This design comes from an exercise in tuning for small area, a short achievable clock period and few clock cycles on the open sky130 flow, not from production work.
Function was checked by simulation only, so behaviour that the tests miss may differ from the original.
No activity file was given, so power comes from the tool's default toggle rates.

===== config.mk =====
export PLATFORM = sky130hd
export DESIGN_NAME = dirty_page_display_refresh_core
export DESIGN_NICKNAME = dirty_page_display_refresh_core
export VERILOG_FILES = /design/flow/design.v
export SDC_FILE = /design/flow/constraint.sdc
export NUM_CORES = 8
export LEC_CHECK = 0
export ABC_CLOCK_PERIOD_IN_PS = 3000
export CAP_MARGIN = 20
export CORE_ASPECT_RATIO = 2
export CORE_MARGIN = 2
export CORE_UTILIZATION = 60
export CTS_BUF_LIST = sky130_fd_sc_hd__clkbuf_16
export CTS_CLUSTER_DIAMETER = 60
export CTS_CLUSTER_SIZE = 30
export PLACE_DENSITY = 0.7
export SETUP_SLACK_MARGIN = 5
export SLEW_MARGIN = 20
export SYNTH_MEMORY_MAX_BITS = 16384

===== constraint.sdc =====
create_clock -name core_clock -period 8.0 [get_ports {clock}]
set_input_delay 1.6000 -clock core_clock [delete_from_list [all_inputs] [get_ports {clock}]]
set_output_delay 1.6000 -clock core_clock [all_outputs]
set_load 0.01 [all_outputs]

===== design.v =====
module dpdr_ram #(
   parameter int N    = 1024,
   parameter int K    = 16,
   parameter int NWIN = 64,
   parameter int WOFF = 5
) (
   input  logic                 clock,
   input  logic [N/K/8-1:0]     wr_hi,      
   input  logic [7:0]           wr_lo,      
   input  logic [7:0]           wr_data,
   input  logic [N/K/16-1:0]    cmp_hi,     
   input  logic [15:0]          cmp_lo,     
   input  logic [7:0]           cmp_byte,
   output logic                 cmp_diff,
   input  logic [NWIN/16-1:0]   rd_hi,      
   input  logic [15:0]          rd_lo,      
   input  logic                 rd_inv,
   output logic [7:0]           rd_byte
);
   localparam int NT = N / K;
   localparam int WS = N / NWIN;
   logic [8*N-1:0] ring;
   logic [8*N-1:0] ring_in;
   logic [7:0]     tap_q [NT];
   logic [7:0]     win_q [NWIN];
   always_comb begin
      ring_in = {ring[7:0], ring[8*N-1:8]};
      for (int j = 0; j < NT; j++) begin
         if (wr_hi[j/8] && wr_lo[j%8]) begin
            ring_in[8*((j*K+N-1)%N) +: 8] = ~(wr_data ^ {8{j[0]}});
         end else begin
            ring_in[8*((j*K+N-1)%N) +: 8] = ~ring[8*(j*K) +: 8];
         end
      end
   end
   always_ff @(posedge clock) begin
      ring <= ring_in;
   end
   always_comb begin
      for (int j = 0; j < NT; j++) tap_q[j] = ring[8*(j*K) +: 8];
      for (int i = 0; i < NWIN; i++) win_q[i] = ring[8*((WOFF+9+i*WS)%N) +: 8];
   end
   logic [7:0]         tap_grp [NT/16];
   logic [7:0]         tap_grp_ff [NT/16];
   logic [NT/16-1:0]   cmp_hi_ff;
   logic [7:0]         cmp_byte_ff;
   logic [7:0]         tap_sel;
   always_comb begin
      for (int h = 0; h < NT/16; h++) begin
         tap_grp[h] = '0;
         for (int l = 0; l < 16; l++) tap_grp[h] |= tap_q[16*h+l] & {8{cmp_lo[l]}};
      end
      tap_sel = '0;
      for (int h = 0; h < NT/16; h++) tap_sel |= tap_grp_ff[h] & {8{cmp_hi_ff[h]}};
      cmp_diff = (tap_sel != cmp_byte_ff);
   end
   always_ff @(posedge clock) begin
      for (int h = 0; h < NT/16; h++) tap_grp_ff[h] <= tap_grp[h];
      cmp_hi_ff <= cmp_hi;
      cmp_byte_ff <= cmp_byte;
   end
   logic [7:0] win_grp [NWIN/16];
   logic [7:0] win_grp_ff [NWIN/16];
   logic [NWIN/16-1:0] rd_hi_ff;
   logic [7:0]         rd_sel;
   always_comb begin
      for (int h = 0; h < NWIN/16; h++) begin
         win_grp[h] = '0;
         for (int l = 0; l < 16; l++) win_grp[h] |= win_q[16*h+l] & {8{rd_lo[l]}};
      end
      rd_sel = '0;
      for (int h = 0; h < NWIN/16; h++) rd_sel |= win_grp_ff[h] & {8{rd_hi_ff[h]}};
   end
   always_ff @(posedge clock) begin
      for (int h = 0; h < NWIN/16; h++) win_grp_ff[h] <= win_grp[h];
      rd_hi_ff <= rd_hi;
   end
   assign rd_byte = rd_sel ^ {8{rd_inv}};
endmodule
module dirty_page_display_refresh_core
(
   input  logic                                clock,
   input  logic                                reset,
   input  logic                                req_valid,
   output logic                                req_stall,
   input  logic [7:0]                          req_byte,
   input  logic                                req_frame_start,
   output logic                                rsp_valid,
   input  logic                                rsp_stall,
   output logic                                rsp_is_data,
   output logic [63:0]                         rsp_payload,
   output logic [3:0]                          rsp_byte_count,
   output logic                                rsp_write_end,
   output logic                                rsp_last,
   input  logic                                csr_valid,
   output logic                                csr_ready,
   input  logic [1:0]                          csr_index,
   input  logic [7:0]                          csr_wdata
);
   localparam int N    = 1024;
   localparam int K    = 16;
   localparam int NWIN = 64;
   localparam int WOFF = 5;
   localparam int LK = $clog2(K);
   localparam int NT = N / K;
   localparam int LT = $clog2(NT);
   localparam int WS = N / NWIN;
   localparam int LS = $clog2(WS);
   localparam int LW = $clog2(NWIN);
   localparam int RT0 = (WOFF + 9) / K + 1;
   logic [7:0] cols_ff;     
   logic [3:0] pages_ff;    
   assign csr_ready = 1'b1;
   always_ff @(posedge clock) begin
      if (reset) begin
         cols_ff <= 8'd128;
         pages_ff <= 4'd8;
      end else if (csr_valid) begin
         if (csr_index == 2'd0) begin
            if (csr_wdata == 8'd0) cols_ff <= 8'd1;
            else if (csr_wdata > 8'd128) cols_ff <= 8'd128;
            else cols_ff <= csr_wdata;
         end else if (csr_index == 2'd1) begin
            if (csr_wdata[3:0] == 4'd0) pages_ff <= 4'd1;
            else if (csr_wdata[3:0] > 4'd8) pages_ff <= 4'd8;
            else pages_ff <= csr_wdata[3:0];
         end
      end
   end
   logic [9:0] t_ff;
   always_ff @(posedge clock) begin
      if (reset) t_ff <= '0;
      else t_ff <= t_ff + 10'd1;
   end
   logic [NT/8-1:0] ram_wr_hi;
   logic [7:0]     ram_wr_lo;
   logic [NT/16-1:0] ram_cmp_hi;
   logic [15:0]    ram_cmp_lo;
   logic [7:0]     ram_wr_data;
   logic           ram_cmp_diff;
   logic [7:0]     ram_cmp_byte;
   logic [NWIN/16-1:0] r_rd_hi;    
   logic [15:0]    r_rd_lo;
   logic           r_rd_inv_e;  
   logic           r_rd_inv;    
   logic [7:0]     ram_rd_byte;
   dpdr_ram #(.N(N), .K(K), .NWIN(NWIN), .WOFF(WOFF)) u_ring (
      .clock   (clock),
      .wr_hi   (ram_wr_hi),
      .wr_lo   (ram_wr_lo),
      .wr_data (ram_wr_data),
      .cmp_hi  (ram_cmp_hi),
      .cmp_lo  (ram_cmp_lo),
      .cmp_byte(ram_cmp_byte),
      .cmp_diff(ram_cmp_diff),
      .rd_hi   (r_rd_hi),
      .rd_lo   (r_rd_lo),
      .rd_inv  (r_rd_inv),
      .rd_byte (ram_rd_byte)
   );
   logic       stall_ff;
   logic       take;
   assign req_stall = stall_ff;
   assign take = req_valid && !stall_ff;
   logic [6:0] col_ff;
   logic [2:0] page_ff;
   logic       first_ff;
   logic [6:0] p_col;
   logic [2:0] p_page;
   logic       p_end;
   logic       p_wrap;
   logic [9:0] p_slot;
   logic [9:0] slot_pos;
   logic [9:0] slot_zero;
   assign p_col  = req_frame_start ? 7'd0 : col_ff;
   assign p_page = req_frame_start ? 3'd0 : page_ff;
   assign p_end  = req_frame_start ? (cols_ff == 8'd1) : (({1'b0, col_ff} + 8'd1) >= cols_ff);
   assign p_wrap = req_frame_start ? (pages_ff == 4'd1) : (({1'b0, page_ff} + 4'd1) >= pages_ff);
   assign slot_pos = {page_ff, col_ff} - t_ff - 10'd1;
   assign slot_zero = 10'd0 - t_ff - 10'd1;
   assign p_slot = req_frame_start ? slot_zero : slot_pos;
   always_ff @(posedge clock) begin
      if (reset) begin
         col_ff <= '0;
         page_ff <= '0;
         first_ff <= 1'b1;
      end else if (take) begin
         if (p_end) begin
            col_ff <= '0;
            if (p_wrap) begin
               page_ff <= '0;
               first_ff <= 1'b0;
            end else begin
               page_ff <= p_page + 3'd1;
            end
         end else begin
            col_ff <= p_col + 7'd1;
            page_ff <= p_page;
         end
      end
   end
   logic       q_valid [2];
   logic [7:0] q_byte  [2];
   logic [9:0] q_slot  [2];
   logic [2:0] q_page  [2];
   logic       q_end   [2];
   logic       q_fs    [2];
   logic       q_first [2];
   logic            q_go;      
   logic [NT/16-1:0] q_tap_hi;  
   logic [15:0]     q_tap_lo;   
   logic [NT/8-1:0] q_wr_hi;   
   logic [7:0]      q_wr_lo;
   logic            q0_al_next;
   logic            q0_go_next;
   logic [7:0]      pend_next;
   logic [7:0] pend_ff;      
   logic       w_go;
   logic       q0_from_1;
   logic       q0_from_in;
   logic       q1_from_in;
   logic       q0_valid_next;
   logic       q1_valid_next;
   logic [9:0] q0_slot_next;
   logic [9:0] q1_slot_next;
   logic [2:0] q0_page_next;
   assign w_go = q_go;
   assign q0_go_next = q0_valid_next && q0_al_next
                       && !(pend_ff[q0_page_next] || (w_go && q_end[0] && (q_page[0] == q0_page_next)));
   always_comb begin
      q0_from_1 = 1'b0;
      q0_from_in = 1'b0;
      q1_from_in = 1'b0;
      if (!q_valid[0] || w_go) begin
         if (q_valid[1]) begin
            q0_from_1 = 1'b1;
            q1_from_in = take;
         end else begin
            q0_from_in = take;
         end
      end else begin
         q1_from_in = take;
      end
      q0_valid_next = q0_from_1 || q0_from_in || (q_valid[0] && !w_go);
      q1_valid_next = q1_from_in || (q_valid[1] && !q0_from_1);
      if (q0_from_1) begin
         q0_slot_next = q_slot[1] - 10'd1;
         q0_al_next = (q_slot[1][LK-1:0] == LK'(1));
      end else if (q0_from_in) begin
         q0_slot_next = p_slot;
         q0_al_next = req_frame_start ? (t_ff[LK-1:0] == '1)
                                      : (col_ff[LK-1:0] == t_ff[LK-1:0] + LK'(1));
      end else begin
         q0_slot_next = q_slot[0] - 10'd1;
         q0_al_next = (q_slot[0][LK-1:0] == LK'(1));
      end
      if (q1_from_in) q1_slot_next = p_slot;
      else q1_slot_next = q_slot[1] - 10'd1;
      if (q0_from_1) q0_page_next = q_page[1];
      else if (q0_from_in) q0_page_next = p_page;
      else q0_page_next = q_page[0];
   end
   always_ff @(posedge clock) begin
      if (reset) begin
         q_valid[0] <= 1'b0;
         q_valid[1] <= 1'b0;
         q_go <= 1'b0;
         stall_ff <= 1'b0;
      end else begin
         q_valid[0] <= q0_valid_next;
         q_valid[1] <= q1_valid_next;
         q_go <= q0_go_next;
         stall_ff <= q1_valid_next;
      end
   end
   always_ff @(posedge clock) begin
      q_slot[0] <= q0_slot_next;
      q_slot[1] <= q1_slot_next;
      for (int h = 0; h < NT/8; h++) begin
         q_wr_hi[h] <= q0_go_next && (q0_slot_next[9:LK+3] == (LT-3)'(h));
      end
      for (int h = 0; h < NT/16; h++) q_tap_hi[h] <= (q0_slot_next[9:LK+4] == (LT-4)'(h));
      for (int l = 0; l < 16; l++) q_tap_lo[l] <= (q0_slot_next[LK+3:LK] == 4'(l));
      for (int l = 0; l < 8; l++) begin
         q_wr_lo[l] <= q0_go_next && (q0_slot_next[LK+2:LK] == 3'(l));
      end
      if (q0_from_1) begin
         q_byte[0] <= q_byte[1];
         q_page[0] <= q_page[1];
         q_end[0] <= q_end[1];
         q_fs[0] <= q_fs[1];
         q_first[0] <= q_first[1];
      end else if (q0_from_in) begin
         q_byte[0] <= req_byte;
         q_page[0] <= p_page;
         q_end[0] <= p_end;
         q_fs[0] <= req_frame_start;
         q_first[0] <= first_ff;
      end
      if (q1_from_in) begin
         q_byte[1] <= req_byte;
         q_page[1] <= p_page;
         q_end[1] <= p_end;
         q_fs[1] <= req_frame_start;
         q_first[1] <= first_ff;
      end
   end
   assign ram_wr_hi = q_wr_hi;
   assign ram_wr_lo = q_wr_lo;
   assign ram_cmp_hi = q_tap_hi;
   assign ram_cmp_lo = q_tap_lo;
   assign ram_wr_data = q_byte[0];
   assign ram_cmp_byte = q_byte[0] ^ {8{q_slot[0][LK]}};
   logic       x_valid;     
   logic [2:0] x_page;
   logic       x_end;
   logic       x_fs;
   logic       x_first;
   logic       d_valid;
   logic       d_diff;      
   logic [2:0] d_page;
   logic       d_end;
   logic       d_fs;
   logic       d_first;
   logic       changed_ff;
   logic       d_ch;
   logic       d_send;
   assign d_ch = (!d_fs && changed_ff) || d_diff;
   assign d_send = d_valid && d_end && (d_ch || d_first);
   always_ff @(posedge clock) begin
      if (reset) begin
         x_valid <= 1'b0;
         d_valid <= 1'b0;
         changed_ff <= 1'b0;
      end else begin
         x_valid <= w_go;
         d_valid <= x_valid;
         if (d_valid) changed_ff <= d_end ? 1'b0 : d_ch;
      end
   end
   always_ff @(posedge clock) begin
      x_page <= q_page[0];
      x_end <= q_end[0];
      x_fs <= q_fs[0];
      x_first <= q_first[0];
      d_diff <= ram_cmp_diff;
      d_page <= x_page;
      d_end <= x_end;
      d_fs <= x_fs;
      d_first <= x_first;
   end
   logic [2:0] sq [8];
   logic [2:0] sq_rd;
   logic [2:0] sq_wr;
   logic [3:0] sq_count;
   logic       sq_pop;
   always_ff @(posedge clock) begin
      if (reset) begin
         sq_rd <= '0;
         sq_wr <= '0;
         sq_count <= '0;
      end else begin
         if (d_send) sq_wr <= sq_wr + 3'd1;
         if (sq_pop) sq_rd <= sq_rd + 3'd1;
         sq_count <= sq_count + 4'(d_send) - 4'(sq_pop);
      end
   end
   always_ff @(posedge clock) begin
      if (d_send) sq[sq_wr] <= d_page;
   end
   logic          r_act;
   logic          r_init;     
   logic [2:0]    r_page;
   logic [1:0]    r_step;     
   logic [3:0]    r_word;
   logic [9:0]    r_slot;
   logic [LW-1:0] r_win;      
   logic [LW-1:0] r_win_next;
   logic [2:0]    r_age;      
   logic [2:0]    r_age_d;    
   logic [2:0]    r_age_next;
   logic [2:0]    r_run;      
   logic [3:0]    r_count;
   logic          r_final;
   logic          r_done;
   logic        out_free;
   logic        cmd_load;
   logic        shift;
   logic        word_in;    
   logic        adv;        
   logic [9:0]  r_slot_next;
   logic [3:0]  r_word_next;
   logic [9:0]  r_slot_new;
   logic [9:0]  r_slot_adv;
   logic [9:0]  r_slot_dec;
   logic [3:0]  in_pos;     
   logic [7:0]  in_byte;
   logic        rsp_valid_ff;
   logic        o_is_data;
   logic [63:0] o_payload;
   logic [3:0]  o_count;
   logic        o_wend;
   logic        o_last;
   assign out_free = !rsp_valid_ff || !rsp_stall;
   assign cmd_load = out_free && ((r_act && (r_step != 2'd3)) || sq_pop);
   assign shift = out_free && !cmd_load;
   assign adv = rsp_valid_ff && !rsp_stall && o_is_data;
   assign r_done = adv && o_last;
   assign sq_pop = (!r_act || r_done) && (sq_count != 4'd0);
   assign r_slot_new = {r_page, 7'd0} - t_ff - 10'd1;
   assign r_slot_adv = r_slot + 10'd7;
   assign r_slot_dec = r_slot - 10'd1;
   logic [LW-1:0] win_n, win_a, win_d;
   logic          match_n, match_a, match_d;
   logic [7:0]    rem_n, rem_a, rem_d;
   logic          fin_n, fin_a, fin_d;
   logic [3:0]    cnt_n, cnt_a, cnt_d;
   assign win_n = LW'((r_slot_new - 10'(WOFF)) >> LS);
   assign win_a = LW'((r_slot_adv - 10'(WOFF)) >> LS);
   assign win_d = LW'((r_slot_dec - 10'(WOFF)) >> LS);
   assign match_n = (r_slot_new[LS-1:0] == LS'(WOFF));
   assign match_a = (r_slot_adv[LS-1:0] == LS'(WOFF));
   assign match_d = (r_slot_dec[LS-1:0] == LS'(WOFF));
   assign rem_n = cols_ff;
   assign rem_a = cols_ff - {1'b0, r_word + 4'd1, 3'd0};
   assign rem_d = cols_ff - {1'b0, r_word, 3'd0};
   assign fin_n = rem_n <= 8'd8;
   assign fin_a = rem_a <= 8'd8;
   assign fin_d = rem_d <= 8'd8;
   assign cnt_n = fin_n ? rem_n[3:0] : 4'd8;
   assign cnt_a = fin_a ? rem_a[3:0] : 4'd8;
   assign cnt_d = fin_d ? rem_d[3:0] : 4'd8;
   logic          r_match_next;   
   logic          r_same_next;
   logic          r_final_next;
   logic [3:0]    r_count_next;
   always_comb begin
      if (r_init) begin
         r_slot_next = r_slot_new;
         r_word_next = 4'd0;
         r_win_next = win_n;
         r_match_next = match_n;
         r_final_next = fin_n;
         r_count_next = cnt_n;
         r_same_next = (win_n == r_win);
      end else if (adv) begin
         r_slot_next = r_slot_adv;
         r_word_next = r_word + 4'd1;
         r_win_next = win_a;
         r_match_next = match_a;
         r_final_next = fin_a;
         r_count_next = cnt_a;
         r_same_next = (win_a == r_win);
      end else begin
         r_slot_next = r_slot_dec;
         r_word_next = r_word;
         r_win_next = win_d;
         r_match_next = match_d;
         r_final_next = fin_d;
         r_count_next = cnt_d;
         r_same_next = (win_d == r_win);
      end
   end
   assign r_age_next = !r_same_next ? 3'd0 : ((r_age == 3'd7) ? 3'd7 : r_age + 3'd1);
   assign word_in = r_act && (r_step == 2'd3) && !adv && shift && (r_run == 3'd7)
                    && r_match_next && (r_age_d == 3'd7);
   assign in_pos = 4'(WOFF + 8) - r_slot[3:0];
   assign in_byte = (adv || (in_pos < r_count)) ? ram_rd_byte : 8'd0;
   always_ff @(posedge clock) begin
      if (reset) begin
         r_act <= 1'b0;
         r_init <= 1'b0;
         r_step <= '0;
         r_age <= '0;
         r_run <= '0;
      end else begin
         r_init <= sq_pop;
         r_age <= r_age_next;
         r_run <= !shift ? 3'd0 : ((r_run == 3'd7) ? 3'd7 : r_run + 3'd1);
         if (sq_pop) begin
            r_act <= 1'b1;
            r_step <= 2'd1;
         end else if (r_done) begin
            r_act <= 1'b0;
         end else if (cmd_load) begin
            r_step <= r_step + 2'd1;
         end
      end
   end
   always_ff @(posedge clock) begin
      if (sq_pop) r_page <= sq[sq_rd];
      r_word <= r_word_next;
      r_slot <= r_slot_next;
      r_age_d <= r_age;
      r_win <= r_win_next;
      r_final <= r_final_next;
      r_count <= r_count_next;
      for (int l = 0; l < 16; l++) r_rd_lo[l] <= (r_win_next[3:0] == 4'(l));
      for (int h = 0; h < NWIN/16; h++) r_rd_hi[h] <= (r_win_next[LW-1:4] == (LW-4)'(h));
      r_rd_inv_e <= ((RT0 + int'(r_win_next) * (WS/K)) % 2 == 0);
      r_rd_inv <= r_rd_inv_e;
   end
   always_comb begin
      for (int i = 0; i < 8; i++) begin
         if (w_go && q_end[0] && (q_page[0] == 3'(i))) begin
            pend_next[i] = 1'b1;
         end else if (d_valid && d_end && !d_send && (d_page == 3'(i))) begin
            pend_next[i] = 1'b0;
         end else if (r_done && (r_page == 3'(i))) begin
            pend_next[i] = 1'b0;
         end else begin
            pend_next[i] = pend_ff[i];
         end
      end
   end
   always_ff @(posedge clock) begin
      if (reset) pend_ff <= '0;
      else pend_ff <= pend_next;
   end
   always_ff @(posedge clock) begin
      if (reset) begin
         rsp_valid_ff <= 1'b0;
         o_is_data <= 1'b0;
         o_payload <= '0;
         o_count <= '0;
         o_wend <= 1'b0;
         o_last <= 1'b0;
      end else if (out_free) begin
         rsp_valid_ff <= cmd_load || word_in;
         if (cmd_load) begin
            o_is_data <= 1'b0;
            if (sq_pop) o_payload <= {56'd0, 8'hB0 + {5'd0, sq[sq_rd]}};
            else if (r_step == 2'd1) o_payload <= 64'h00;
            else o_payload <= 64'h10;
            o_count <= 4'd1;
            o_wend <= 1'b1;
            o_last <= 1'b0;
         end else begin
            o_payload <= {in_byte, o_payload[63:8]};
            o_is_data <= 1'b1;
            o_count <= r_count;
            o_wend <= r_final || (r_word[2:0] == 3'd7);
            o_last <= r_final;
         end
      end
   end
   assign rsp_valid = rsp_valid_ff;
   assign rsp_is_data = o_is_data;
   assign rsp_payload = o_payload;
   assign rsp_byte_count = o_count;
   assign rsp_write_end = o_wend;
   assign rsp_last = o_last;
endmodule

===== run.sh =====
#!/bin/bash
# synth_recipe.tcl (not shown) runs the flow's synth.tcl, then flattens the netlist and writes it again
# the make line also repeats each setting of config.mk as NAME=value (left out here)
make -C /OpenROAD-flow-scripts/flow DESIGN_CONFIG=/design/flow/config.mk WORK_HOME=/design/flow/orfs CLKGATE_MAP_FILE= SYNTH_SCRIPT=/design/flow/synth_recipe.tcl finish

==> results.txt, run 1 <==
- Die width: roughly 400 um
- Pin count of the biggest net entering global routing: slightly above 80
- Hold Path Class: flop to flop
- Total CTS buffers: between 300 and 400
- Hpwl dp: 243000 um
- Synth Register Bits: around 8600
- Pleak: 83.9 nW
- DR WL met3: around 23000 um
- Clock Sinks: 8587
- Syn nets: 11300
- CP max stage cell: dfxtp_4
- Synth area leaders: dfxtp_1 90%, a22o_1 1.5%, mux2i_1 1.4%
- All-layer global routing usage: approximately 24%
- P_int: 53.0 mW
- Kind of critical path: flop to output port
- Status: complete, no violations
- Clock power frac: 28.4%
- Die area: roughly 0.32 mm^2
- Number of synthesized flops with an enable pin: 52
- Top cell type by total area after synthesis: dfxtp_1
- H-tree Lvls: 5
- First-pass GRT wire length: roughly 560000 um
- Most frequent cells in the layout: 8421 x dfxtp_1, 387 x nor2_1, 340 x clkbuf_16
- Worst EP arrival: 1.44 ns
- Initial Utilization: between 60% and 70%
- Final setup viols: 0
- Die height: approximately 800 um
- DRC viols: 0
- Met2 WL post-DR: 188000 um
- Main synth FF type: dfxtp_1
- Endpoint type of the worst setup path: output port
- Setup TNS: 0 ns
- Slew @ Worst Pin: roughly 1.2 ns
- Post-Synthesis Cells: 11200
- Worst path required time: roughly 6.4 ns
- GRT overflow: 0
- RSZ-0062 raised after global routing: yes
- Combinational power share: ~7.0%
- Antenna Nets Post-Route: 0
- Worst vdd ir: 209 uV
- Starting DRT DRC Count: 6279
- Startpoint Class: flop
- Clock Tree Buf Depth: 4
- Core footprint: around 0.32 mm^2
- Top Metal Used: met5
- Fin crit period: 3.04 ns
- Largest stage delay, worst path: approximately 0.41 ns
- Yosys warns: 15
- Routed WL: between 300000 and 400000 um
- Later-pin clock latency in the skew report: 0.94 ns
- Wl on met1: around 150000 um
- Post-synthesis sequential area ratio: a little over 90%
- Share of power burned in registers: between 60% and 70%
- Via count: 80600
- Mapped Avg Cell Area: around 17 um^2
- Vias in the first global route: just over 80000
- Rel. slew slack: 18.6%
- Worst path bufs/invs: 1
- Root Buffer: clkbuf_16
- Ratio of cells with drive above 1 in the final layout: 7.32%
- Clk slew on worst S/H paths: approximately 0.11 ns
- DRT Pass-1 Iters: 9
- Ys async rst share: 0%
- Leading cell type in the layout, fill and taps excluded: dfxtp_1
- Worst Slack Setup Final: ~5.0 ns
- FMAX: between 0.3 and 0.4 GHz
- CTS tree: yes
- Final hold vios: 0
- Pre-CTS setup slack: ~3 ns
- Clk_skew: ~0.058 ns
- Routability cong.: a little under 0.9
- P_sw: between 15 and 20 mW
- IO Pins: a little under 100
- Maxcap violations: 0
- Sw frac: a little under a quarter
- Crit-path cells: buf_6
- Period utilization: between 30% and 40%
- Top cell type's share of synthesized area: between 80% and 90%
- Slew Viols, Final: 0
- Routed vias/inst: just over 5
- Initial antenna violation count: 33
- PwrDens: approximately 330 mW/mm^2
- Wire length per cell: approximately 25 um
- Top delay family on crit path: flip-flops
- Area grow syn2layout: 8.53%
- Mapped Area: around 0.19 mm^2
- Final Net Count: 11700
- I/O Buffers: 96
- Row cnt: approximately 290
- Crit Path Max Fanout: 2
- Count of cell types in the netlist: 85
metrics by stage:
| stage | util [%] | total power [mW] | hold slack, ns | std cells | area (um^2) |
|---|---|---|---|---|---|
| finish | 65.3 | 69.0 | 0.283 | 15800 | 206000 |
| global route | 65.3 | 71.0 | 0.301 | 15800 | 206000 |
| CTS | 65.2 | 69.3 | 0.289 | 15700 | 206000 |
| detailed placement | 62.1 | 50.0 | 0.312 | 15300 | 196000 |
| global placement | 62.1 | 50.0 | 0.309 | 15300 | 196000 |
| floorplan | - | 47.3 | 0.310 | 11200 | 190000 |
cell families (layout without fill, tap and decap cells):
| family | after synthesis | count (layout) | share of synthesized area (%) |
|---|---|---|---|
| xor gates and xnor gates | 94 | 94 | 0.467 |
| buffers and inverters | 341 | 733 | 0.698 |
| muxes | 282 | 282 | 1.54 |
| AOI/OAI and AO/OA | 1052 | 1052 | 4.13 |
| and+or+nand+nor | 820 | 820 | 1.98 |
| other | 1 | 19 | 0.00197 |
| adders and majority gates | 64 | 64 | 0.441 |
| DFF | 8587 | 8587 | 90.7 |
sequential cells by signal (all words and copies together) (netlist names), 6 cells and up, named ones only:
| name | flops |
|---|---|
| r_slot | 10 |
| pend_ff | 8 |
| q_page | 6 |
| col_ff | 7 |
| cols_ff | 8 |
| q_byte | 16 |
| u_ring.win_grp_ff | 32 |
| u_ring.ring | 8192 |
| r_rd_lo | 16 |
| u_ring.tap_grp_ff | 32 |
| q_tap_lo | 16 |
| q_wr_lo | 8 |
| r_win | 6 |
| q_wr_hi | 8 |
| u_ring.cmp_byte_ff | 8 |
| q_slot | 20 |
| o_payload | 64 |
| sq | 24 |
| t_ff | 10 |
final cells by class:
type,count,area (um^2)
Antenna cell,18,45.0
Timing Repair Buffer,289,2650
Sequential cell,8587,173000
Clock inverter,28,284
Inverter,76,297
Multi-Input combinational cell,2313,16700
Clock buffer,340,8510
Tap cell,4116,5150
Fill cell,21400,109000
routing by layer:
layer	track usage, %	vias up
li1	-	37100
met1	29.2	39700
met2	40.8	2758
met3	4.04	1025
met4	14.6	16
met5	0	-
what timing repair did:
| item | 4_1_cts | 5_1_grt |
|---|---|---|
| setup endpoints to repair | 221 | 120 |
| resized for setup | 508 | 39 |
| cloned | 1 | 0 |
| buffers inserted | 84 | 18 |
| hold buffers | 0 | 0 |
| pin swaps | 14 | 15 |
final timing paths:
| path | to | startpoint | slack, ns | depth (start not counted) |
|---|---|---|---|---|
| worst min register to register | u_ring.ring[5559] | u_ring.ring[5567] | 0.28 | 0 |
| worst max register to register | q_wr_lo[2] | t_ff[2] | 5.11 | 12 |
| worst min-delay path | u_ring.ring[5559] | u_ring.ring[5567] | 0.28 | 0 |
| worst max-delay path | rsp_payload[60] | o_payload[60] | 4.96 | 1 |
cells in the mapped netlist, types with 3 or more instances:
master	instances
buf_2	14
inv_1	68
a21oi_1	314
nand3_1	19
buf_6	3
a211oi_1	7
nor2b_1	20
nor3_2	5
buf_1	12
a221oi_1	275
and3_1	10
a22oi_1	22
or3_1	11
a31oi_1	9
mux2_2	4
dfxtp_1	8535
nor2_1	394
xnor3_1	3
nand4_1	70
inv_2	7
o21ai_0	35
nand2_1	168
or3b_2	3
ha_1	59
o21ai_1	5
a21o_1	12
a32oi_1	4
a22o_1	332
nor3_1	45
a221o_1	3
clkbuf_1	233
a311oi_1	3
fa_1	5
mux4_2	8
xor2_1	30
nor3b_1	14
edfxtp_1	52
mux2i_1	269
nand2b_1	16
o21a_1	5
xnor2_1	59
and2_1	9
nor4_1	18
power groups by stage:
stage,logic [mW],clock network [mW],registers (mW)
final,4.86,19.6,44.6
after detailed placement,4.51,0,45.5
after floorplan,2.72,0,44.6
after CTS,4.70,20.0,44.6
after global routing,5.01,21.4,44.6
after global placement,4.48,0,45.5
Testbench counts, summed over its fixed seeds: cycles 50,179.
==> run 2: changes to the inputs <==
--- a/config.mk
+++ b/config.mk
@@ -10,9 +10,9 @@
 export CORE_ASPECT_RATIO = 2
 export CORE_MARGIN = 2
-export CORE_UTILIZATION = 60
+export CORE_UTILIZATION = 65
 export CTS_BUF_LIST = sky130_fd_sc_hd__clkbuf_16
-export CTS_CLUSTER_DIAMETER = 60
-export CTS_CLUSTER_SIZE = 30
-export PLACE_DENSITY = 0.7
+export CTS_CLUSTER_DIAMETER = 65
+export CTS_CLUSTER_SIZE = 28
+export PLACE_DENSITY = 0.75
 export SETUP_SLACK_MARGIN = 5
 export SLEW_MARGIN = 20
==> run 2 against run 1 <==
Net effect:
- routed wire length up 2.6%
- sequential share of layout area up 0.11 points
- synthesized area unchanged
- non-clock buffer count down 17
- still clean on timing, DRC and antenna
- final cell count down 1.9%
- highest routed layer unchanged
- via count up 1.4%
==> results.txt, run 2 <==
- Pin count of the biggest net entering global routing: 66 (was 81)
- Setup TNS: 0 ns (unchanged)
- Kind of critical path: flop to output port (unchanged)
- Hold Path Class: flop to flop (unchanged)
- Final hold vios: 0 (unchanged)
- Final Net Count: 11700 (about the same)
- RSZ-0062 raised after global routing: yes (unchanged)
- Mapped Avg Cell Area: 16.9 um^2 (unchanged)
- DRT Pass-1 Iters: 6 (was 9)
- Routed vias/inst: 5.29 (was 5.11)
- Ys async rst share: 0% (unchanged)
- Most flops, register: u_ring.ring (unchanged)
- Die height: 769 um (was 800 um)
- Crit-path cells: buf_6 (unchanged)
- Worst path bufs/invs: 1 (unchanged)
- Worst path required time: 6.40 ns (about the same)
- Routability cong.: 0.873 (was 0.868)
- Core footprint: 0.291 mm^2 (was 0.316 mm^2)
- Post-synthesis compound-gate area fraction: 4.13% (unchanged)
- Clk slew on worst S/H paths: 0.11 ns (about the same)
- Count of cell types in the netlist: 85 (unchanged)
- Most common cell in the netlist: dfxtp_1 (unchanged)
- Via count: 81800 (was 80600)
- Crit Path Max Fanout: 2 (unchanged)
- Final setup viols: 0 (unchanged)
- Share of power burned in registers: 64.0% (was 64.6%)
- Top cell type by total area after synthesis: dfxtp_1 (unchanged)
- Endpoint type of the worst setup path: output port (unchanged)
- Number of synthesized flops with an enable pin: 52 (unchanged)
- GRT overflow: 0 (unchanged)
- Rel. slew slack: 18.0% (was 18.6%)
- Pwr Total: 69.5 mW (was 69.0 mW)
- IO Pins: 98 (unchanged)
- Sw frac: 23.4% (was 23.2%)
- Clock power frac: 28.8% (was 28.4%)
- Status: complete, no violations (unchanged)
- FMAX: 0.324 GHz (was 0.329 GHz)
- PwrDens: 337 mW/mm^2 (was 335 mW/mm^2)
- First-pass GRT wire length: 576000 um (was 558000 um)
- Multiplexer area fraction after synthesis: 1.54% (unchanged)
- Main synth FF type: dfxtp_1 (unchanged)
- Clock Sinks: 8587 (unchanged)
- Ratio of cells with drive above 1 in the final layout: 7.28% (was 7.32%)
- Startpoint Class: flop (unchanged)
- Combinational power share: 7.2% (was 7.0%)
- Simple-gate share of the synthesized area: 1.98% (unchanged)
- Slew @ Worst Pin: 1.23 ns (was 1.22 ns)
- Most frequent cells in the layout: 8419 x dfxtp_1, 388 x nor2_1, 353 x clkbuf_16 (was 8421 x dfxtp_1, 387 x nor2_1, 340 x clkbuf_16)
- DRC viols: 0 (unchanged)
- Area grow syn2layout: 8.39% (was 8.53%)
- Starting DRT DRC Count: 6963 (was 6279)
- CTS tree: yes (unchanged)
- Synth area leaders: dfxtp_1 90%, a22o_1 1.5%, mux2i_1 1.4% (unchanged)
- Maxcap violations: 0 (unchanged)
- Total CTS buffers: 349 (was 331)
- Pre-CTS setup slack: 2.66 ns (was 2.99 ns)
- I/O Buffers: 96 (unchanged)
- Pleak: 84.0 nW (was 83.9 nW)
- Initial Utilization: 65.3% (was 60.2%)
- Post-Synth XOR/XNOR Area: 0.467% (unchanged)
- Clk_skew: 0.0827 ns (was 0.0577 ns)
- Antenna Nets Post-Route: 0 (unchanged)
- Top Registers: u_ring.ring: 8192 flops, o_payload: 64 flops (unchanged)
- Leading cell type in the layout, fill and taps excluded: dfxtp_1 (unchanged)
- Later-pin clock latency in the skew report: 0.98 ns (was 0.94 ns)
- Routed WL: 405000 um (was 394000 um)
- Synth Register Bits: 8587 (unchanged)
- Post-synth top cells: 8535 x dfxtp_1, 394 x nor2_1, 332 x a22o_1 (unchanged)
- Die area: 0.297 mm^2 (was 0.321 mm^2)
- Slew Viols, Final: 0 (unchanged)
- Max reg flops: 8192 (unchanged)
- Final design utilization: 70.8% (was 65.3%)
- Hold-fix buffers at CTS: 0 (unchanged)
- Top delay family on crit path: flip-flops (unchanged)
- Yosys warns: 15 (unchanged)
- Vias in the first global route: 85100 (was 81400)
- CP max stage cell: dfxtp_4 (unchanged)
- Worst EP arrival: 1.49 ns (was 1.44 ns)
- Hpwl dp: 243000 um (about the same)
- Syn nets: 11300 (unchanged)
- Post-synthesis sequential area ratio: 90.7% (unchanged)
- Worst vdd ir: 320 uV (was 209 uV)
- Fillers: 17200 (was 21400)
- Root Buffer: clkbuf_16 (unchanged)
- Top cell type's share of synthesized area: 89.9% (unchanged)
- Mapped Area: 0.190 mm^2 (unchanged)
- Worst Slack Setup Final: 4.91 ns (was 4.96 ns)
- Clock Tree Buf Depth: 4 (unchanged)
- All-layer global routing usage: 27.2% (was 24.2%)
- Period utilization: 38.6% (was 38.0%)
- Die width: 386 um (was 402 um)
- P_int: 53.3 mW (was 53.0 mW)
- Fin crit period: 3.09 ns (was 3.04 ns)
- Largest family of logic cells by synthesized area: compound AO/OA/AOI/OAI gates (unchanged)
- P_sw: 16.2 mW (was 16.0 mW)
- Row cnt: 280 (was 292)
- Post-Synthesis Cells: 11200 (unchanged)
- Initial antenna violation count: 35 (was 33)
- H-tree Lvls: 5 (unchanged)
- Wire length per cell: 26.2 um (was 25.0 um)
- Adder-Cell Fraction of Synth Area: 0.441% (unchanged)
- Largest stage delay, worst path: 0.38 ns (was 0.41 ns)
run 2: area by class of cell:
cell class                      instances  area [um^2]  share of cell area (%)
Antenna cell                           25         62.6                  0.0304
Clock buffer                          353         8830                    4.29
Clock inverter                         30          283                   0.137
Sequential cell                      8587       173000                    83.8
Tap cell                             3807         4760                    2.31
Timing Repair Buffer                  272         2450                    1.19
Multi-Input combinational cell       2313        16600                    8.08
Inverter                               76          294                   0.143
run 2: worst paths after layout:
kind                          start           endpoint  slack, ns  cells past startpoint
setup / recovery      o_payload[13]    rsp_payload[13]       4.91                      1
hold reg to reg   u_ring.ring[2319]  u_ring.ring[2311]       0.27                      0
hold / removal    u_ring.ring[2319]  u_ring.ring[2311]       0.27                      0
setup reg to reg         q_wr_lo[2]  u_ring.ring[5374]       5.13                      2
run 2: power groups by stage:
stage | registers, mW | clock network [mW] | logic (mW)
finish | 44.5 | 20.0 | 4.99
global route | 44.5 | 21.7 | 5.14
CTS | 44.4 | 20.3 | 4.78
detailed placement | 45.4 | 0 | 4.57
global placement | 45.4 | 0 | 4.52
floorplan | 44.6 | 0 | 2.72
run 2: kinds of logic (layout without fill, tap and decap cells):
logic type,count (synthesis),after routing
AO/OA/AOI/OAI,1052,1052
other,1,26
buffers and inverters,341,731
AND/OR/NAND/NOR,820,820
XOR/XNOR,94,94
flip-flops,8587,8587
adder cells (fa/ha/maj),64,64
multiplexers,282,282
run 2: stage by stage:
step	std cells	instance area, um^2	hold WS [ns]
floorplan	11200	190000	0.310
global placement	15000	195000	0.309
detailed placement	15000	195000	0.312
CTS	15400	206000	0.263
global route	15500	206000	0.273
finish	15500	206000	0.265
run 2: what timing repair did:
action | in CTS | in global routing
resized for setup | 507 | 43
pin swaps | 10 | 15
hold endpoints to repair | 0 | 0
setup buffers | 80 | 22
setup endpoints to repair | 200 | 114
run 2: routing by layer:
metal	GRT usage, %	vias to the layer above	share of wire [%]
met3	4.53	1220	5.8
met2	45.5	3080	49
met1	32.4	40400	38
met4	17.7	6	7.9
li1	-	37100	-
met5	0	-	0.010
==> run 3: changes to the inputs <==
--- a/design.v
+++ b/design.v
@@ -102,4 +102,5 @@
    localparam int NWIN = 64;
    localparam int WOFF = 5;
+   localparam int PMAX = 4;    
    localparam int LK = $clog2(K);
    localparam int NT = N / K;
@@ -135,6 +136,6 @@
    logic [NT/8-1:0] ram_wr_hi;
    logic [7:0]     ram_wr_lo;
-   logic [NT/16-1:0] ram_cmp_hi;
-   logic [15:0]    ram_cmp_lo;
+   logic [NT/16-1:0] ram_rd_hi;
+   logic [15:0]    ram_rd_lo;
    logic [7:0]     ram_wr_data;
    logic           ram_cmp_diff;
@@ -150,6 +151,6 @@
       .wr_lo   (ram_wr_lo),
       .wr_data (ram_wr_data),
-      .cmp_hi  (ram_cmp_hi),
-      .cmp_lo  (ram_cmp_lo),
+      .cmp_hi  (ram_rd_hi),
+      .cmp_lo  (ram_rd_lo),
       .cmp_byte(ram_cmp_byte),
       .cmp_diff(ram_cmp_diff),
@@ -209,5 +210,5 @@
    logic            q_go;      
    logic [NT/16-1:0] q_tap_hi;  
-   logic [15:0]     q_tap_lo;   
+   logic [15:0]     q_tap_lo;
    logic [NT/8-1:0] q_wr_hi;   
    logic [7:0]      q_wr_lo;
@@ -225,7 +226,16 @@
    logic [9:0] q1_slot_next;
    logic [2:0] q0_page_next;
+   logic       q0_end_next;
    assign w_go = q_go;
+   logic       pend_full;
+   logic [3:0] pend_n;
+   always_comb begin
+      pend_n = '0;
+      for (int i = 0; i < 8; i++) pend_n = pend_n + 4'(pend_ff[i]);
+   end
+   assign pend_full = (pend_n >= 4'(PMAX)) || (w_go && q_end[0] && (pend_n >= 4'(PMAX - 1)));
    assign q0_go_next = q0_valid_next && q0_al_next
-                       && !(pend_ff[q0_page_next] || (w_go && q_end[0] && (q_page[0] == q0_page_next)));
+                       && !(pend_ff[q0_page_next] || (w_go && q_end[0] && (q_page[0] == q0_page_next)))
+                       && !(q0_end_next && pend_full);
    always_comb begin
       q0_from_1 = 1'b0;
@@ -257,7 +267,14 @@
       if (q1_from_in) q1_slot_next = p_slot;
       else q1_slot_next = q_slot[1] - 10'd1;
-      if (q0_from_1) q0_page_next = q_page[1];
-      else if (q0_from_in) q0_page_next = p_page;
-      else q0_page_next = q_page[0];
+      if (q0_from_1) begin
+         q0_page_next = q_page[1];
+         q0_end_next = q_end[1];
+      end else if (q0_from_in) begin
+         q0_page_next = p_page;
+         q0_end_next = p_end;
+      end else begin
+         q0_page_next = q_page[0];
+         q0_end_next = q_end[0];
+      end
    end
    always_ff @(posedge clock) begin
@@ -308,6 +325,6 @@
    assign ram_wr_hi = q_wr_hi;
    assign ram_wr_lo = q_wr_lo;
-   assign ram_cmp_hi = q_tap_hi;
-   assign ram_cmp_lo = q_tap_lo;
+   assign ram_rd_hi = q_tap_hi;
+   assign ram_rd_lo = q_tap_lo;
    assign ram_wr_data = q_byte[0];
    assign ram_cmp_byte = q_byte[0] ^ {8{q_slot[0][LK]}};
@@ -350,8 +367,8 @@
       d_first <= x_first;
    end
-   logic [2:0] sq [8];
-   logic [2:0] sq_rd;
-   logic [2:0] sq_wr;
-   logic [3:0] sq_count;
+   logic [2:0] sq [PMAX];
+   logic [1:0] sq_rd;
+   logic [1:0] sq_wr;
+   logic [2:0] sq_count;
    logic       sq_pop;
    always_ff @(posedge clock) begin
@@ -361,7 +378,7 @@
          sq_count <= '0;
       end else begin
-         if (d_send) sq_wr <= sq_wr + 3'd1;
-         if (sq_pop) sq_rd <= sq_rd + 3'd1;
-         sq_count <= sq_count + 4'(d_send) - 4'(sq_pop);
+         if (d_send) sq_wr <= sq_wr + 2'd1;
+         if (sq_pop) sq_rd <= sq_rd + 2'd1;
+         sq_count <= sq_count + 3'(d_send) - 3'(sq_pop);
       end
    end
@@ -407,5 +424,5 @@
    assign adv = rsp_valid_ff && !rsp_stall && o_is_data;
    assign r_done = adv && o_last;
-   assign sq_pop = (!r_act || r_done) && (sq_count != 4'd0);
+   assign sq_pop = (!r_act || r_done) && (sq_count != 3'd0);
    assign r_slot_new = {r_page, 7'd0} - t_ff - 10'd1;
    assign r_slot_adv = r_slot + 10'd7;
--- a/config.mk
+++ b/config.mk
@@ -10,9 +10,9 @@
 export CORE_ASPECT_RATIO = 2
 export CORE_MARGIN = 2
-export CORE_UTILIZATION = 65
+export CORE_UTILIZATION = 60
 export CTS_BUF_LIST = sky130_fd_sc_hd__clkbuf_16
-export CTS_CLUSTER_DIAMETER = 65
-export CTS_CLUSTER_SIZE = 28
-export PLACE_DENSITY = 0.75
+export CTS_CLUSTER_DIAMETER = 70
+export CTS_CLUSTER_SIZE = 26
+export PLACE_DENSITY = 0.7
 export SETUP_SLACK_MARGIN = 5
 export SLEW_MARGIN = 20
==> run 3 against run 2 <==
Net effect:
- clock skew grew 0.022 ns
- core utilization is 4.8 points lower
- combinational power grew 1%
- fmax decreased by 17%
- final area is 0.66% higher
- sequential power is essentially flat
- power is 0.89% higher
- register-to-register slack worse by 0.84 ns
- critical path depth rose by 12
- worst setup slack got worse by 0.62 ns
- first-iteration DRC count is 12% lower
- largest cell class unchanged
- largest power group unchanged
- highest routed layer unchanged
==> results.txt, run 3 <==
- Starting DRT DRC Count: 6097 (was 6963)
- Ys async rst share: 0% (unchanged)
- Count of cell types in the netlist: 80 (was 85)
- Multiplexer area fraction after synthesis: 1.50% (was 1.54%)
- Worst EP arrival: 4.53 ns (was 1.49 ns)
- Clk_skew: 0.105 ns (was 0.0827 ns)
- Initial antenna violation count: 31 (was 35)
- Later-pin clock latency in the skew report: 0.98 ns (about the same)
- Die area: 0.321 mm^2 (was 0.297 mm^2)
- Slew Viols, Final: 0 (unchanged)
- Top Registers: u_ring.ring: 8192 flops, o_payload: 64 flops (unchanged)
- Yosys warns: 15 (unchanged)
- Met3 GRT Util: 3.75% (was 4.53%)
- Core footprint: 0.314 mm^2 (was 0.291 mm^2)
- Die width: 401 um (was 386 um)
- Crit-path cells: fa_1 -> inv_1 -> fa_1 -> fa_1 -> inv_1 -> ha_2 -> inv_2 -> fa_2 -> a2111oi_4 -> a21oi_2 -> o21a_2 -> or3_4 -> nor4_2 (was buf_6)
- Die height: 799 um (was 769 um)
- CP max stage cell: fa_1 (was dfxtp_4)
- Row cnt: 291 (was 280)
- Kind of critical path: flop to flop (was flop to output port)
- Synth Register Bits: 8571 (was 8587)
- Met1 usage: 29.0% (was 32.4%)
- Final setup viols: 0 (unchanged)
- DRT Pass-1 Iters: 7 (was 6)
- Most Used Layer, Global Route: met2 (unchanged)
- Final hold vios: 0 (unchanged)
- Synth area leaders: dfxtp_1 90%, a22o_1 1.5%, mux2i_1 1.4% (unchanged)
- Main synth FF type: dfxtp_1 (unchanged)
- Top cell type by total area after synthesis: dfxtp_1 (unchanged)
- First-pass GRT wire length: 565000 um (was 576000 um)
- Clock Sinks: 8571 (was 8587)
- Clock Tree Buf Depth: 4 (unchanged)
- Syn nets: 11300 (about the same)
- Worst path required time: 8.82 ns (was 6.40 ns)
- Max reg flops: 8192 (unchanged)
- Sw frac: 23.1% (was 23.4%)
- All-layer global routing usage: 24.5% (was 27.2%)
- Top delay family on crit path: adder cells (was flip-flops)
- Mapped Area: 0.190 mm^2 (about the same)
- Mapped Avg Cell Area: 16.9 um^2 (about the same)
- Pleak: 84.7 nW (was 84.0 nW)
- Worst Hold Margin: 0.261 ns (was 0.265 ns)
- Worst path bufs/invs: 3 (was 1)
- GRT overflow: 0 (unchanged)
- Number of synthesized flops with an enable pin: 39 (was 52)
- Hold Path Class: flop to flop (unchanged)
- FF/Latch Area: 0.172 mm^2 (was 0.173 mm^2)
- Routed WL: 398000 um (was 405000 um)
- Via count: 80800 (was 81800)
- Clock power frac: 29.7% (was 28.8%)
- Area grow syn2layout: 9.37% (was 8.39%)
- I/O Buffers: 96 (unchanged)
- Post-synthesis sequential area ratio: 90.7% (about the same)
- Total CTS buffers: 374 (was 349)
- Hold-fix buffers at CTS: 0 (unchanged)
- CP most frequent cell: fa_1
- Leading cell type in the layout, fill and taps excluded: dfxtp_1 (unchanged)
- PwrDens: 338 mW/mm^2 (was 337 mW/mm^2)
- IO Pins: 98 (unchanged)
- Wire length per cell: 25.1 um (was 26.2 um)
- Largest stage delay, worst path: 0.53 ns (was 0.38 ns)
- FMAX: 0.270 GHz (was 0.324 GHz)
- Most frequent cells in the layout: 8417 x dfxtp_1, 396 x nor2_1, 386 x clkbuf_16 (was 8419 x dfxtp_1, 388 x nor2_1, 353 x clkbuf_16)
- Period utilization: 46.4% (was 38.6%)
- Rel. slew slack: 16.2% (was 18.0%)
- Met2 Resource Use GR: 42.6% (was 45.5%)
- Post-Synthesis Cells: 11200 (about the same)
- CTS tree: yes (unchanged)
- Vias in the first global route: 82800 (was 85100)
- Fillers: 20800 (was 17200)
- Top cell type's share of synthesized area: 90.1% (was 89.9%)
- P_int: 53.9 mW (was 53.3 mW)
- Hpwl dp: 251000 um (was 243000 um)
- Simple-gate share of the synthesized area: 1.96% (was 1.98%)
- Routed vias/inst: 5.10 (was 5.29)
- Status: complete, no violations (unchanged)
- Root Buffer: clkbuf_16 (unchanged)
- Setup TNS: 0 ns (unchanged)
- Slew @ Worst Pin: 1.22 ns (was 1.23 ns)
- Initial Utilization: 60.3% (was 65.3%)
- Multi-input logic area: 0.0168 mm^2 (was 0.0166 mm^2)
- DRC viols: 0 (unchanged)
- Final Net Count: 11800 (was 11700)
- Most common cell in the netlist: dfxtp_1 (unchanged)
- Most flops, register: u_ring.ring (unchanged)
- Worst vdd ir: 343 uV (was 320 uV)
- Endpoint type of the worst setup path: flop (was output port)
- Post-Synth XOR/XNOR Area: 0.477% (was 0.467%)
- Fin crit period: 3.71 ns (was 3.09 ns)
- Largest family of logic cells by synthesized area: compound AO/OA/AOI/OAI gates (unchanged)
- Antenna Nets Post-Route: 0 (unchanged)
- Share of power burned in registers: 63.1% (was 64.0%)
- Final instance area: 0.207 mm^2 (was 0.206 mm^2)
- Placed cell area: 0.196 mm^2 (was 0.195 mm^2)
- Startpoint Class: flop (unchanged)
- Ratio of cells with drive above 1 in the final layout: 7.85% (was 7.28%)
- H-tree Lvls: 5 (unchanged)
- Clk slew on worst S/H paths: 0.10 ns (was 0.11 ns)
- Post-synthesis compound-gate area fraction: 4.15% (was 4.13%)
- Combinational power share: 7.2% (about the same)
- Maxcap violations: 0 (unchanged)
- Pin count of the biggest net entering global routing: 75 (was 66)
- Routability cong.: 0.844 (was 0.873)
- Adder-Cell Fraction of Synth Area: 0.498% (was 0.441%)
- Crit Path Max Fanout: 7 (was 2)
- RSZ-0062 raised after global routing: yes (unchanged)
- P_sw: 16.2 mW (about the same)
- Post-synth top cells: 8532 x dfxtp_1, 403 x nor2_1, 333 x a22o_1 (was 8535 x dfxtp_1, 394 x nor2_1, 332 x a22o_1)
## run 3: cell types whose count changed in the layout (fill, tap and decap cells not counted), sizes merged, moves of 10 or more
cell	before	now
buf	252	296
clkbuf	354	386
nor3	50	27
edfxtp	52	39
and2	9	19
## run 3: worst reg2reg max path, stage by stage, from the launching register on
cell       delay [ns]
dfxtp_4          0.36
fa_1             0.53
inv_1            0.05
fa_1             0.49
fa_1             0.41
inv_1            0.08
ha_2             0.18
inv_2            0.04
fa_2             0.36
a2111oi_4        0.21
a21oi_2          0.07
o21a_2           0.24
or3_4            0.41
nor4_2           0.17
## run 3: worst paths after layout
path                                   startpoint  depth (start not counted)  slack [ns]                 to
worst max-delay path                   pend_ff[0]                         13        4.29         q_wr_hi[1]
worst min-delay path            u_ring.ring[4142]                          0        0.26  u_ring.ring[4134]
worst max register to register         pend_ff[0]                         13        4.29         q_wr_hi[1]
worst min register to register  u_ring.ring[4142]                          0        0.26  u_ring.ring[4134]
## run 3: cell type report
cell class,count,area share (%)
diodes,18,0.0217
inverters,86,0.167
clock inverters,32,0.176
flip-flops and latches,8571,83.0
clock buffers,386,4.66
multi-input cells,2323,8.09
repair buffers,317,1.36
well taps,4102,2.48
## run 3: what timing repair did
| action | CTS | global route |
|---|---|---|
| gates resized for setup | 510 | 51 |
| pin swaps | 16 | 25 |
| gates cloned | 1 | 1 |
| endpoints found under the hold margin | 0 | 0 |
| buffers inserted | 78 | 30 |
| endpoints found under the setup margin | 239 | 137 |
## run 3: routing by layer
metal  part of all wire [%]  routed length [um]
met1                     39              155000
met2                     49              197000
met3                    5.2               20700
met4                    6.4               25500
met5                 0.0096                  38
## run 3: per-stage QoR
step | utilization (%) | total power [mW] | cells | setup slack (ns)
after floorplan | - | 47.2 | 11200 | 4.16
after global placement | 62.3 | 49.8 | 15300 | 2.91
after detailed placement | 62.3 | 49.8 | 15300 | 2.91
after CTS | 65.8 | 70.3 | 15800 | 4.29
after global routing | 66.0 | 72.1 | 15800 | 4.14
final | 66.0 | 70.1 | 15800 | 4.29
## run 3: cells by family after synthesis
group / count (synthesis)
buf+inv: 351
simple gates: 819
other cells: 1
xor+xnor: 96
mux: 278
compound gates: 1057
fa+ha+maj: 70
flops: 8571
## run 3: power groups by stage
| stage | logic (mW) | clock network (mW) | registers, mW |
|---|---|---|---|
| after floorplan | 2.65 | 0 | 44.5 |
| after global placement | 4.59 | 0 | 45.2 |
| after detailed placement | 4.62 | 0 | 45.2 |
| after CTS | 4.84 | 21.2 | 44.2 |
| after global routing | 5.19 | 22.6 | 44.2 |
| final | 5.05 | 20.8 | 44.2 |
Testbench counts of run 3, summed over its fixed seeds: cycles 50,179.

[static timing again, ports no longer ideal]
How much do the figures lean on ideal ports? The routed layouts below were timed once more, with nothing changed but the port constraints. Step 1, drivers: a clkbuf_16 drives clock and a buf_2 each remaining input, both assumed. Step 2 also shifts input and output timing later by t, the mid clock arrival at the registers, as if the neighbouring blocks saw the same clock. Three values: ideal, step 1, step 2; two values: the first two.
| run | t (ns) | setup slack, ns | hold slack, ns | slew at the worst register clock pin (ns) | worst data-port slew with drivers (ns) |
|---|---|---|---|---|---|
| run 1 | 1.002 | 4.959 / 4.864 / 4.060 | 0.283 / 0.283 / 0.283 | 0.11 / 0.11 | 0.21 |
| run 2 | 1.030 | 4.914 / 4.821 / 4.057 | 0.265 / 0.265 / 0.265 | 0.11 / 0.11 | 0.18 |
| run 3 | 1.035 | 4.292 / 4.292 / 3.376 | 0.261 / 0.261 / 0.261 | 0.11 / 0.11 | 0.23 |
After both steps setup and hold are still met in every run listed. The setup slack of run 3, which loses most, moves by 0.000 ns with the drivers and by -0.916 ns with both steps.
